From an optimization exercise on the open Yosys and OpenROAD flow, aimed at small area, a short achievable clock period and few clock cycles per item; shortcuts taken in it are not production practice. Where RTL was checked, it was by simulation tests only, not by an equivalence proof against the original.

==> inputs of build 54 <==
Design blob_slot_tracker, start of the top module:
module blob_slot_tracker (
  input  logic                       clk,
  input  logic                       rst,
  input  logic                       req_valid,
  output logic                       req_ready,
  input  logic                       req_type,
  input  logic [COORD_W-1:0]         req_det_x,
  input  logic [COORD_W-1:0]         req_det_y,
  output logic                       rsp_valid,
  input  logic                       rsp_ready,
  output logic [STATUS_W-1:0]        rsp_status,
  output logic [IDX_OUT_W-1:0]       rsp_slot_index,
  output logic signed [ENERGY_W-1:0] rsp_slot_energy,
  input  logic                       cfg_valid,
  output logic                       cfg_ready,
  input  logic [CFG_IDX_W-1:0]       cfg_index,
  input  logic [CFG_DATA_W-1:0]      cfg_data
);
clock: 13.0 ns
lec_check: 0
cap_margin: 20
core_margin: 2
core_utilization: 40
slew_margin: 20
standard.sh (not shown) runs the stock make flow with config.mk's settings and CLKGATE_MAP_FILE= SYNTH_SCRIPT=/design/flow/synth_recipe.tcl, a recipe that flattens the netlist after the stock synthesis.
==> flow/flow/run.sh <==
#!/bin/bash
# The standard layout (standard.sh); timing repair aims for a setup slack of 7.8 ns
# at the design's own clock and constraints. Output goes to standard.log.
set -o pipefail
export SETUP_SLACK_MARGIN=7.8
bash standard.sh > standard.log 2>&1
==> inputs of build 65, as changes to build 54 <==
--- a/flow/design.v
+++ b/flow/design.v
@@ -119,10 +119,21 @@
         h[i+j+1]++;
       end
     end
     sq_rows = {row[4], row[3], row[2], row[1], row[0]};
   endfunction
+  function automatic logic circle(input logic [7:0] a, input logic [7:0] b,
+                                  input logic [TW-1:0] k);
+    logic [5*TW-1:0] ra, rb;
+    logic [TW-1:0]   t;
+    ra = sq_rows(a);
+    rb = sq_rows(b);
+    t  = ra[0*TW +: TW] + ra[1*TW +: TW] + ra[2*TW +: TW] + ra[3*TW +: TW] + ra[4*TW +: TW]
+       + rb[0*TW +: TW] + rb[1*TW +: TW] + rb[2*TW +: TW] + rb[3*TW +: TW] + rb[4*TW +: TW]
+       + k;
+    circle = !t[TW-1];
+  endfunction
   logic [CFG_SLOTS_W-1:0] slots_in_use;
   logic [RADIUS_W-1:0]    radius;
   logic [CAP_W-1:0]       cap;
   always_ff @(posedge clk) begin
     if (rst) begin
@@ -173,24 +184,20 @@
   logic               p2_v, p2_t, p2_pst;
   logic               p2_fb;      
   logic [COORD_W-1:0] p2_x, p2_y;
   logic [S-1:0]       p2_m, p2_c;
   logic [DW-1:0]      p2_cx, p2_cy;
-  logic               p3_v, p3_t, p3_pst, p3_ra, p3_rb;
+  logic               p3_v, p3_t, p3_pst, p3_ra, p3_rb, p3_w;
   logic [COORD_W-1:0] p3_x, p3_y;
   logic [S-1:0]       p3_m;       
   logic [S-1:0]       p3_c;       
   logic [7:0]         p3_ax, p3_ay;
   logic               p3_oc;      
-  logic               p3_sm;      
   logic               p3_fb;      
   logic               p3_of;      
   logic [DW-1:0]      rcx, rcy;   
-  logic               xb, xd, xph;
-  logic [TW-1:0]      xacc;
-  logic [15:0]        xsh;
-  logic [7:0]         xmq;
+  logic               exc_q;      
   logic [S-1:0]       last_upd;   
   logic               osk_v;
   logic [STATUS_W-1:0]  osk_st;
   logic [IDX_OUT_W-1:0] osk_idx;
   logic [ENERGY_W-1:0]  osk_en;
@@ -225,25 +232,27 @@
     end
   end
   logic [COORD_W-1:0] d_x, d_y;
   logic [DW-1:0]      d_cx, d_cy;
   logic [7:0]         d_ax, d_ay;
-  logic               d_oc, d_sm;
+  logic               d_oc;
   assign d_x  = p3_rb ? p3_x : p2_x;
   assign d_y  = p3_rb ? p3_y : p2_y;
   assign d_cx = p3_rb ? rcx : p2_cx;
   assign d_cy = p3_rb ? rcy : p2_cy;
   assign d_ax = absdiff8(d_x[DW-1:0], d_cx);
   assign d_ay = absdiff8(d_y[DW-1:0], d_cy);
   assign d_oc = geq(COORD_W'(tin), COORD_W'(d_ax)) && geq(COORD_W'(tin), COORD_W'(d_ay));
-  assign d_sm = geq(COORD_W'(d_ax), COORD_W'(radius)) || geq(COORD_W'(d_ay), COORD_W'(radius));
   logic       fb2, of2;
   logic [7:0] fx2, fy2;
   assign fb2 = p2_fb;
   assign fx2 = absdiff8(p2_x[DW-1:0], p3_x[DW-1:0]);
   assign fy2 = absdiff8(p2_y[DW-1:0], p3_y[DW-1:0]);
   assign of2 = geq(COORD_W'(tin), COORD_W'(fx2)) && geq(COORD_W'(tin), COORD_W'(fy2));
+  always_ff @(posedge clk) begin
+    exc_q <= circle(p3_ax, p3_ay, kr2);
+  end
   logic [S-1:0] s_oh, below_c, below_s, rem, free_oh;
   logic         sv, cs, cv, act_c, crel, s_below_c, c_below_s, rem_below_s, rem_any;
   logic         kc, vc, hs, su, hc, rsu, unc, rfull;
   logic         sel_s, sel_c, nomatch, has_free, rpl, base, tick_done;
   logic [ENERGY_W-1:0]        b_c, b_s, nb_c, nb_s, new_b, claim_b;
@@ -264,12 +273,12 @@
   assign cs        = |(p3_c & s_oh);
   assign act_c     = |(p3_c & act);
   assign crel      = cv && !cs && act_c;       
   assign s_below_c = |(s_oh & below_c);
   assign c_below_s = cv && !cs && !s_below_c;
-  assign kc        = p3_oc || p3_sm || xd;
-  assign vc        = p3_oc || (xd && !xacc[TW-1]);
+  assign kc        = p3_oc || p3_w;
+  assign vc        = p3_oc || exc_q;
   assign hc        = crel && vc;
   assign hs        = sv && p3_fb && p3_of;
   assign su        = sv && p3_fb && !p3_of;
   assign rsu       = su && !(crel && kc && vc && c_below_s);
   assign rfull     = rsu || p3_pst;
@@ -328,10 +337,11 @@
       p1_v     <= 1'b0;
       p2_v     <= 1'b0;
       p3_v     <= 1'b0;
       p3_ra    <= 1'b0;
       p3_rb    <= 1'b0;
+      p3_w     <= 1'b0;
       last_upd <= '0;
     end else begin
       if (p1_ld) begin
         p1_v <= sk_v || req_valid;
         sk_v <= 1'b0;
@@ -341,17 +351,21 @@
       if (adv1) p2_v <= p1_v;
       if (adv2) begin
         p3_v  <= p2_v;
         p3_ra <= 1'b0;
         p3_rb <= 1'b0;
+        p3_w  <= 1'b0;
       end else if (p3_ra) begin
         p3_ra <= 1'b0;
         p3_rb <= 1'b1;
       end else if (p3_rb) begin
         p3_rb <= 1'b0;
       end else if (base && p3_t && (rfull || (!unc && rpl))) begin
         p3_ra <= 1'b1;
+        p3_w  <= 1'b0;
+      end else if (base && p3_t && unc) begin
+        p3_w  <= 1'b1;
       end
       if (adv2) last_upd <= upd;
       else if (p3_ra) last_upd <= '0;
     end
   end
@@ -387,11 +401,10 @@
       p3_c   <= p2_c;
       p3_pst <= p2_pst;
       p3_ax  <= d_ax;
       p3_ay  <= d_ay;
       p3_oc  <= d_oc;
-      p3_sm  <= d_sm;
       p3_fb  <= fb2;
       p3_of  <= of2;
     end else if (p3_ra) begin
       p3_c   <= pk_c;
       rcx    <= pk_cx;
@@ -399,47 +412,18 @@
     end else if (p3_rb) begin
       p3_pst <= 1'b0;
       p3_ax  <= d_ax;
       p3_ay  <= d_ay;
       p3_oc  <= d_oc;
-      p3_sm  <= d_sm;
     end else if (base && p3_t && rfull) begin
       p3_m <= (p3_m & act & ~s_oh) | ((sv && p3_fb) ? s_oh : '0);
     end else if (base && p3_t && !unc && rpl) begin
       p3_m <= rem | (hs ? s_oh : '0);
     end
   end
   always_ff @(posedge clk) begin
     if (rst) begin
-      xb <= 1'b0;
-      xd <= 1'b0;
-    end else if (adv2 || p3_ra || p3_rb) begin
-      xb <= 1'b0;
-      xd <= 1'b0;
-    end else if (xb) begin
-      if (xmq[0]) xacc <= xacc + TW'(xsh);
-      if (|xmq[7:1]) begin
-        xsh <= {xsh[14:0], 1'b0};
-        xmq <= {1'b0, xmq[7:1]};
-      end else if (!xph) begin
-        xph <= 1'b1;
-        xsh <= {8'b0, p3_ay};
-        xmq <= p3_ay;
-      end else begin
-        xb <= 1'b0;
-        xd <= 1'b1;
-      end
-    end else if (base && p3_t && unc && !xd) begin
-      xb   <= 1'b1;
-      xph  <= 1'b0;
-      xacc <= kr2;
-      xsh  <= {8'b0, p3_ax};
-      xmq  <= p3_ax;
-    end
-  end
-  always_ff @(posedge clk) begin
-    if (rst) begin
       tcnt <= '0;
       tm1  <= '1;
     end else if (tick_done) begin
       tcnt <= tcnt + ENERGY_W'(1);
       tm1  <= tcnt;
==> flow/run.sh (new file) <==
#!/bin/bash
# synth_recipe.tcl (not shown) runs the flow's synth.tcl, then flattens the netlist and writes it again
# the make line also repeats each setting of config.mk as NAME=value (left out here)
make -C /OpenROAD-flow-scripts/flow DESIGN_CONFIG=/design/flow/config.mk WORK_HOME=/design/flow/orfs CLKGATE_MAP_FILE= SYNTH_SCRIPT=/design/flow/synth_recipe.tcl finish
--- a/flow/config.mk
+++ b/flow/config.mk
@@ -5,7 +5,8 @@
 export SDC_FILE = /design/flow/constraint.sdc
 export NUM_CORES = 4
 export LEC_CHECK = 0
 export CAP_MARGIN = 20
 export CORE_MARGIN = 2
-export CORE_UTILIZATION = 40
+export CORE_UTILIZATION = 55
+export PLACE_DENSITY = 0.8
 export SLEW_MARGIN = 20
removed: flow/flow/run.sh
removed: flow/standard.sh
==> inputs of build 68, as changes to build 54 <==
--- a/flow/design.v
+++ b/flow/design.v
@@ -119,10 +119,21 @@
         h[i+j+1]++;
       end
     end
     sq_rows = {row[4], row[3], row[2], row[1], row[0]};
   endfunction
+  function automatic logic circle(input logic [7:0] a, input logic [7:0] b,
+                                  input logic [TW-1:0] k);
+    logic [5*TW-1:0] ra, rb;
+    logic [TW-1:0]   t;
+    ra = sq_rows(a);
+    rb = sq_rows(b);
+    t  = ra[0*TW +: TW] + ra[1*TW +: TW] + ra[2*TW +: TW] + ra[3*TW +: TW] + ra[4*TW +: TW]
+       + rb[0*TW +: TW] + rb[1*TW +: TW] + rb[2*TW +: TW] + rb[3*TW +: TW] + rb[4*TW +: TW]
+       + k;
+    circle = !t[TW-1];
+  endfunction
   logic [CFG_SLOTS_W-1:0] slots_in_use;
   logic [RADIUS_W-1:0]    radius;
   logic [CAP_W-1:0]       cap;
   always_ff @(posedge clk) begin
     if (rst) begin
@@ -169,28 +180,24 @@
   logic [COORD_W-1:0] sk_x, sk_y;
   logic               p1_v, p1_t;
   logic [COORD_W-1:0] p1_x, p1_y;
   logic [2*GW-1:0]    p1_wx, p1_wy;
   logic               p2_v, p2_t, p2_pst;
-  logic               p2_fb;      
   logic [COORD_W-1:0] p2_x, p2_y;
+  logic [2*GW-1:0]    p2_wx, p2_wy;
   logic [S-1:0]       p2_m, p2_c;
   logic [DW-1:0]      p2_cx, p2_cy;
-  logic               p3_v, p3_t, p3_pst, p3_ra, p3_rb;
+  logic               p3_v, p3_t, p3_pst, p3_ra, p3_rb, p3_w;
   logic [COORD_W-1:0] p3_x, p3_y;
   logic [S-1:0]       p3_m;       
   logic [S-1:0]       p3_c;       
   logic [7:0]         p3_ax, p3_ay;
   logic               p3_oc;      
-  logic               p3_sm;      
   logic               p3_fb;      
   logic               p3_of;      
   logic [DW-1:0]      rcx, rcy;   
-  logic               xb, xd, xph;
-  logic [TW-1:0]      xacc;
-  logic [15:0]        xsh;
-  logic [7:0]         xmq;
+  logic               exc_q;      
   logic [S-1:0]       last_upd;   
   logic               osk_v;
   logic [STATUS_W-1:0]  osk_st;
   logic [IDX_OUT_W-1:0] osk_idx;
   logic [ENERGY_W-1:0]  osk_en;
@@ -210,12 +217,10 @@
   always_comb begin
     for (int j = 0; j < S; j++)
       box1[j] = p1_t && rnz && act[j] && inwin(p1_wx, sx[j]) && inwin(p1_wy, sy[j]);
   end
   assign box13 = p1_t && rnz && inwin(p1_wx, p3_x) && inwin(p1_wy, p3_y);
-  logic box12;
-  assign box12 = p1_t && rnz && inwin(p1_wx, p2_x) && inwin(p1_wy, p2_y);
   assign pk_m = p3_ra ? p3_m : box1;
   assign pk_c = lowest(pk_m);
   always_comb begin
     pk_cx = '0;
     pk_cy = '0;
@@ -225,25 +230,27 @@
     end
   end
   logic [COORD_W-1:0] d_x, d_y;
   logic [DW-1:0]      d_cx, d_cy;
   logic [7:0]         d_ax, d_ay;
-  logic               d_oc, d_sm;
+  logic               d_oc;
   assign d_x  = p3_rb ? p3_x : p2_x;
   assign d_y  = p3_rb ? p3_y : p2_y;
   assign d_cx = p3_rb ? rcx : p2_cx;
   assign d_cy = p3_rb ? rcy : p2_cy;
   assign d_ax = absdiff8(d_x[DW-1:0], d_cx);
   assign d_ay = absdiff8(d_y[DW-1:0], d_cy);
   assign d_oc = geq(COORD_W'(tin), COORD_W'(d_ax)) && geq(COORD_W'(tin), COORD_W'(d_ay));
-  assign d_sm = geq(COORD_W'(d_ax), COORD_W'(radius)) || geq(COORD_W'(d_ay), COORD_W'(radius));
   logic       fb2, of2;
   logic [7:0] fx2, fy2;
-  assign fb2 = p2_fb;
+  assign fb2 = p2_t && rnz && inwin(p2_wx, p3_x) && inwin(p2_wy, p3_y);
   assign fx2 = absdiff8(p2_x[DW-1:0], p3_x[DW-1:0]);
   assign fy2 = absdiff8(p2_y[DW-1:0], p3_y[DW-1:0]);
   assign of2 = geq(COORD_W'(tin), COORD_W'(fx2)) && geq(COORD_W'(tin), COORD_W'(fy2));
+  always_ff @(posedge clk) begin
+    exc_q <= circle(p3_ax, p3_ay, kr2);
+  end
   logic [S-1:0] s_oh, below_c, below_s, rem, free_oh;
   logic         sv, cs, cv, act_c, crel, s_below_c, c_below_s, rem_below_s, rem_any;
   logic         kc, vc, hs, su, hc, rsu, unc, rfull;
   logic         sel_s, sel_c, nomatch, has_free, rpl, base, tick_done;
   logic [ENERGY_W-1:0]        b_c, b_s, nb_c, nb_s, new_b, claim_b;
@@ -264,12 +271,12 @@
   assign cs        = |(p3_c & s_oh);
   assign act_c     = |(p3_c & act);
   assign crel      = cv && !cs && act_c;       
   assign s_below_c = |(s_oh & below_c);
   assign c_below_s = cv && !cs && !s_below_c;
-  assign kc        = p3_oc || p3_sm || xd;
-  assign vc        = p3_oc || (xd && !xacc[TW-1]);
+  assign kc        = p3_oc || p3_w;
+  assign vc        = p3_oc || exc_q;
   assign hc        = crel && vc;
   assign hs        = sv && p3_fb && p3_of;
   assign su        = sv && p3_fb && !p3_of;
   assign rsu       = su && !(crel && kc && vc && c_below_s);
   assign rfull     = rsu || p3_pst;
@@ -328,10 +335,11 @@
       p1_v     <= 1'b0;
       p2_v     <= 1'b0;
       p3_v     <= 1'b0;
       p3_ra    <= 1'b0;
       p3_rb    <= 1'b0;
+      p3_w     <= 1'b0;
       last_upd <= '0;
     end else begin
       if (p1_ld) begin
         p1_v <= sk_v || req_valid;
         sk_v <= 1'b0;
@@ -341,17 +349,21 @@
       if (adv1) p2_v <= p1_v;
       if (adv2) begin
         p3_v  <= p2_v;
         p3_ra <= 1'b0;
         p3_rb <= 1'b0;
+        p3_w  <= 1'b0;
       end else if (p3_ra) begin
         p3_ra <= 1'b0;
         p3_rb <= 1'b1;
       end else if (p3_rb) begin
         p3_rb <= 1'b0;
       end else if (base && p3_t && (rfull || (!unc && rpl))) begin
         p3_ra <= 1'b1;
+        p3_w  <= 1'b0;
+      end else if (base && p3_t && unc) begin
+        p3_w  <= 1'b1;
       end
       if (adv2) last_upd <= upd;
       else if (p3_ra) last_upd <= '0;
     end
   end
@@ -370,11 +382,12 @@
     end
     if (adv1) begin
       p2_t   <= p1_t;
       p2_x   <= p1_x;
       p2_y   <= p1_y;
-      p2_fb  <= p2_v ? box12 : box13;
+      p2_wx  <= p1_wx;
+      p2_wy  <= p1_wy;
       p2_m   <= f_m;
       p2_c   <= f_take_s ? upd : pk_c;
       p2_cx  <= f_take_s ? p3_x[DW-1:0] : pk_cx;
       p2_cy  <= f_take_s ? p3_y[DW-1:0] : pk_cy;
       p2_pst <= f_stale;
@@ -387,11 +400,10 @@
       p3_c   <= p2_c;
       p3_pst <= p2_pst;
       p3_ax  <= d_ax;
       p3_ay  <= d_ay;
       p3_oc  <= d_oc;
-      p3_sm  <= d_sm;
       p3_fb  <= fb2;
       p3_of  <= of2;
     end else if (p3_ra) begin
       p3_c   <= pk_c;
       rcx    <= pk_cx;
@@ -399,47 +411,18 @@
     end else if (p3_rb) begin
       p3_pst <= 1'b0;
       p3_ax  <= d_ax;
       p3_ay  <= d_ay;
       p3_oc  <= d_oc;
-      p3_sm  <= d_sm;
     end else if (base && p3_t && rfull) begin
       p3_m <= (p3_m & act & ~s_oh) | ((sv && p3_fb) ? s_oh : '0);
     end else if (base && p3_t && !unc && rpl) begin
       p3_m <= rem | (hs ? s_oh : '0);
     end
   end
   always_ff @(posedge clk) begin
     if (rst) begin
-      xb <= 1'b0;
-      xd <= 1'b0;
-    end else if (adv2 || p3_ra || p3_rb) begin
-      xb <= 1'b0;
-      xd <= 1'b0;
-    end else if (xb) begin
-      if (xmq[0]) xacc <= xacc + TW'(xsh);
-      if (|xmq[7:1]) begin
-        xsh <= {xsh[14:0], 1'b0};
-        xmq <= {1'b0, xmq[7:1]};
-      end else if (!xph) begin
-        xph <= 1'b1;
-        xsh <= {8'b0, p3_ay};
-        xmq <= p3_ay;
-      end else begin
-        xb <= 1'b0;
-        xd <= 1'b1;
-      end
-    end else if (base && p3_t && unc && !xd) begin
-      xb   <= 1'b1;
-      xph  <= 1'b0;
-      xacc <= kr2;
-      xsh  <= {8'b0, p3_ax};
-      xmq  <= p3_ax;
-    end
-  end
-  always_ff @(posedge clk) begin
-    if (rst) begin
       tcnt <= '0;
       tm1  <= '1;
     end else if (tick_done) begin
       tcnt <= tcnt + ENERGY_W'(1);
       tm1  <= tcnt;
==> flow/run.sh (new file) <==
#!/bin/bash
# synth_recipe.tcl (not shown) runs the flow's synth.tcl, then flattens the netlist and writes it again
# the make line also repeats each setting of config.mk as NAME=value (left out here)
make -C /OpenROAD-flow-scripts/flow DESIGN_CONFIG=/design/flow/config.mk WORK_HOME=/design/flow/orfs CLKGATE_MAP_FILE= SYNTH_SCRIPT=/design/flow/synth_recipe.tcl finish
removed: flow/flow/run.sh
removed: flow/standard.sh
==> notes <==
In build 65 the final area is lower than in build 54, by 7.0%. Against build 65, the die area of build 54 is higher by 40%. Flip-flop and latch count, lowest first: build 65, build 68, build 54. The lowest via count belongs to build 68, the highest to build 54. Wire length, highest first: build 54, build 68, build 65. Cell count: build 65 < build 68 < build 54. Non-clock buffer count: build 54 is higher than build 65 (141).
Testbench counts of build 54, summed over its fixed seeds: cycles 5,913, items 5,802.
The RTL of build 65 and build 68 was laid out without a check of its function.

## afterwards: timing with drivers on the ports
In the flow no input, the clock included, has a driving cell. The finished layouts below were timed again as built, in two steps. Step 1 assumes that a clkbuf_16 drives the clock port and a buf_2 every other input. Step 2, shift: input delay + t, output delay - t, t = (earliest + latest rising clock arrival at the registers) / 2. This alone moves slack from input paths to output paths. a / b / c = ideal / step 1 / step 2; a / b = the first two.
run | t, ns | slack for setup (ns) | hold slack, ns | slew at the worst register clock pin (ns) | worst slew at a driven data input, ns
build 54 | 0.817 | 7.775 / 7.775 / 7.188 | 0.406 / 0.406 / 0.406 | 0.06 / 0.06 | 0.07
build 65 | 0.763 | 6.183 / 6.183 / 6.183 | 0.395 / 0.395 / 0.395 | 0.07 / 0.07 | 0.07
build 68 | 0.819 | 5.966 / 5.966 / 5.966 | 0.419 / 0.419 / 0.419 | 0.07 / 0.07 | 0.05
After both steps setup and hold are still met in every run listed. For build 54, which loses most, drivers alone change the setup slack by 0.000 ns; drivers and shift together by -0.587 ns.
